Context: an optimization exercise on an open-source flow, tuned for small area and a short achievable clock period. The choices shown serve that exercise and are no tape-out recipe.
At most, simulation tests tie the RTL to the original design; equivalence was not proved.
Power and IR drop assume default switching activity.

==> flow/design.v (excerpt) <==
module register_rename_unit #(
  parameter int NUM_A_REGS = 32,
  parameter int NUM_P_REGS = 64
) (
  input  logic                          clk_i,
  input  logic                          rst_i,
  input  logic                          en_free_reg0_i,
  input  logic                          en_free_reg1_i,
  input  logic [$clog2(NUM_P_REGS)-1:0] free_reg0_i,
  input  logic [$clog2(NUM_P_REGS)-1:0] free_reg1_i,
  input  logic                          en_new_dest0_i,
  input  logic                          en_new_dest1_i,
  input  logic [$clog2(NUM_A_REGS)-1:0] assign_dest0_i,
  input  logic [$clog2(NUM_A_REGS)-1:0] assign_dest1_i,
  input  logic [$clog2(NUM_A_REGS)-1:0] get_src10_i,
  input  logic [$clog2(NUM_A_REGS)-1:0] get_src11_i,
  input  logic [$clog2(NUM_A_REGS)-1:0] get_src20_i,
  input  logic [$clog2(NUM_A_REGS)-1:0] get_src21_i,
  output logic [$clog2(NUM_P_REGS)-1:0] old_dest0_o,
  output logic [$clog2(NUM_P_REGS)-1:0] old_dest1_o,
  output logic [$clog2(NUM_P_REGS)-1:0] p_dest0_o,
  output logic [$clog2(NUM_P_REGS)-1:0] p_dest1_o,
  output logic [$clog2(NUM_P_REGS)-1:0] p_src10_o,
  output logic [$clog2(NUM_P_REGS)-1:0] p_src11_o,
  output logic [$clog2(NUM_P_REGS)-1:0] p_src20_o,
  output logic [$clog2(NUM_P_REGS)-1:0] p_src21_o,
  output logic                          no_pregs_left_o
);
  localparam int AW = 5;
  localparam int PW = 6;
  logic [PW-1:0]       rat_q [1:31];
  logic [15:0][PW-1:0] ev_q;      
  logic [15:0][PW-1:0] od_q;      
  logic [4:0] head_q, tail_q;
  logic       hp_q, tp_q;
  logic [3:0] ho_q, he_q, to_q, te_q;
  logic [PW-1:0] hd0_q, hd1_q;    
  logic       first_q;            
  logic [3:0] rho_q, rhe_q;
  logic       rio_q, rie_q;
  logic [5:0] count_q;            
  logic       ge1_q, ge2_q;       
  logic [PW-1:0] old_dest0_q, old_dest1_q, p_dest0_q, p_dest1_q;
  logic [PW-1:0] p_src10_q, p_src11_q, p_src20_q, p_src21_q;
  function automatic logic [PW-1:0] rat_rd(input logic [AW-1:0] a);
    logic [31:1] sel;
    for (int i = 1; i < 32; i++) sel[i] = (a == AW'(i));
    rat_rd = '0;
    for (int i = 1; i < 32; i++) rat_rd = rat_rd | ({PW{sel[i]}} & rat_q[i]);
  endfunction
  function automatic logic [PW-1:0] fl_rd(input logic [15:0][PW-1:0] b,
                                          input logic [3:0] a);
    fl_rd = '0;
  ...
Settings: LEC_CHECK=0, CAP_MARGIN=20, CORE_MARGIN=2, CORE_UTILIZATION=35, CTS_CLUSTER_DIAMETER=100, CTS_CLUSTER_SIZE=30, SETUP_SLACK_MARGIN=2.9, SLEW_MARGIN=20, TNS_END_PERCENT=5; clock period 5.5 ns.
run.sh (not shown) runs the stock make flow with config.mk's settings and CLKGATE_MAP_FILE= SYNTH_SCRIPT=/design/flow/synth_recipe.tcl, a recipe that flattens the netlist after the stock synthesis.
Change:
--- a/flow/config.mk
+++ b/flow/config.mk
@@ -13,3 +13,2 @@
 export SETUP_SLACK_MARGIN = 2.9
 export SLEW_MARGIN = 20
-export TNS_END_PERCENT = 5
What happened: Critical path depth increases by 4; first-iteration DRC count fell by about a fifth; sequential share of layout area drops by 0.41 points.
Change:
==> flow/flow/run.sh (new file) <==
#!/bin/bash
# The standard layout (standard.sh), with plain buffers instead of delay
# cells on the ports. ORFS's log files stay under orfs/logs; make's output
# goes to standard.log beside this script.
set -e
cp config.mk config_orig.mk
echo 'export BUFFER_PORTS_ARGS = -buffer_cell sky130_fd_sc_hd__buf_2' >> config.mk
bash standard.sh > standard.log 2>&1
==> flow/standard.sh (new file) <==
#!/bin/bash
# synth_recipe.tcl (not shown) runs the flow's synth.tcl, then flattens the netlist and writes it again
# the make line also repeats each setting of config.mk as NAME=value (left out here)
make -C /OpenROAD-flow-scripts/flow DESIGN_CONFIG=/design/flow/config.mk WORK_HOME=/design/flow/orfs CLKGATE_MAP_FILE= SYNTH_SCRIPT=/design/flow/synth_recipe.tcl "${@:-finish}"
--- a/flow/config.mk
+++ b/flow/config.mk
@@ -13,2 +13,3 @@
 export SETUP_SLACK_MARGIN = 2.9
 export SLEW_MARGIN = 20
+export BUFFER_PORTS_ARGS = -buffer_cell sky130_fd_sc_hd__buf_2
removed: flow/run.sh
Result: Worst setup slack degrades by 0.030 ns. Design area goes down by 1.9%. Total power barely changes.
Change:
--- a/flow/config.mk
+++ b/flow/config.mk
@@ -8,8 +8,9 @@
 export CAP_MARGIN = 20
 export CORE_MARGIN = 2
-export CORE_UTILIZATION = 35
+export CORE_UTILIZATION = 30
 export CTS_CLUSTER_DIAMETER = 100
 export CTS_CLUSTER_SIZE = 30
 export SETUP_SLACK_MARGIN = 2.9
 export SLEW_MARGIN = 20
+export TNS_END_PERCENT = 5
 export BUFFER_PORTS_ARGS = -buffer_cell sky130_fd_sc_hd__buf_2
The changed run finished clean.
Die area went up by 16%.
Sequential power hardly moves.
Count of clock-buffer cells in the layout went up by 2.
Routed wire length went up by 4.1%.
Total power went down by 0.75%.
Design area went down by 1.8%.
First-iteration DRC count went down by 7.0%.
Final cell count went up by 3.4%.

* * *

## job 101
Another version of the RTL of register_rename_unit (not shown whole).
For scale: roughly 3500 cells after synthesis, about 470 flip-flops, ~97 I/O pins, about 32000 um^2 of cells after synthesis.
clock: 5.5 ns
lec_check: 0
cap_margin: 20
core_margin: 2
core_utilization: 35
slew_margin: 20
Stock flow here: none of the scripts above is used.
Looking at the reports, job 101 completed the entire flow and the layout it produced met the timing, DRC and antenna checks.
Inputs modified between job 101 and job 102:
# job 101
export LEC_CHECK = 0
export CAP_MARGIN = 20
export CORE_MARGIN = 2
export CORE_UTILIZATION = 35
export SLEW_MARGIN = 20
create_clock -name core_clock -period 5.5 [get_ports {clk_i}]
# job 102
export LEC_CHECK = 0
export CAP_MARGIN = 20
export CORE_MARGIN = 2
export CORE_UTILIZATION = 35
export SETUP_SLACK_MARGIN = 2.8
export SLEW_MARGIN = 20
create_clock -name core_clock -period 5.5 [get_ports {clk_i}]
[summary]
Comparing portion of the clock cycle consumed by the worst path in the final layout for job 102 and job 101, the smaller number came from job 102.
Minimum clock period, job 102 and job 101, higher one = job 101.
Number of antenna violations at the first check in global routing came out higher on job 102 than on job 101.
In job 102 relative to job 101, routed wire length had gone up slightly.
Going from job 101 to job 102, setup slack increased 1.42 ns; placement row count essentially unchanged; number of global-route vias before repair increased 2.4%.
No functional check of the RTL was part of any run of this note.

[what the ideal ports hide]
Ports are ideal in the flow. The routed layouts listed here were re-timed in OpenROAD. Step 1 sets driving cells, clkbuf_16 on the clock port and buf_2 on the other inputs (assumed; they add their load-dependent delay and slew). Step 2, shift: input delay + t, output delay - t, t = (earliest + latest rising clock arrival at the registers) / 2. This alone moves slack from input paths to output paths. Slacks: ideal / step 1 / step 2; pairs: ideal / step 1.
run	shift t [ns]	setup slack, ns	worst setup path at the end	worst slew at a driven data input, ns	cell pins on the clock port's net
the first run of note 1	0.750	2.657 / 2.618 / 1.947	input to register	0.15	1
the second run of note 1	0.739	2.756 / 2.776 / 2.037	input to register	0.11	1
the third run of note 1	0.766	2.725 / 2.753 / 1.987	input to register	0.12	1
the fourth run of note 1	0.748	2.560 / 2.594 / 1.845	input to register	0.13	1
job 101	0.731	0.990 / 1.029 / 0.298	input to register	0.12	1
job 102	0.756	2.412 / 2.357 / 1.601	input to register	0.20	1
After both steps every run listed still meets setup and hold. The setup slack of job 102, which loses most, moves by -0.055 ns with the drivers and by -0.811 ns with both steps.
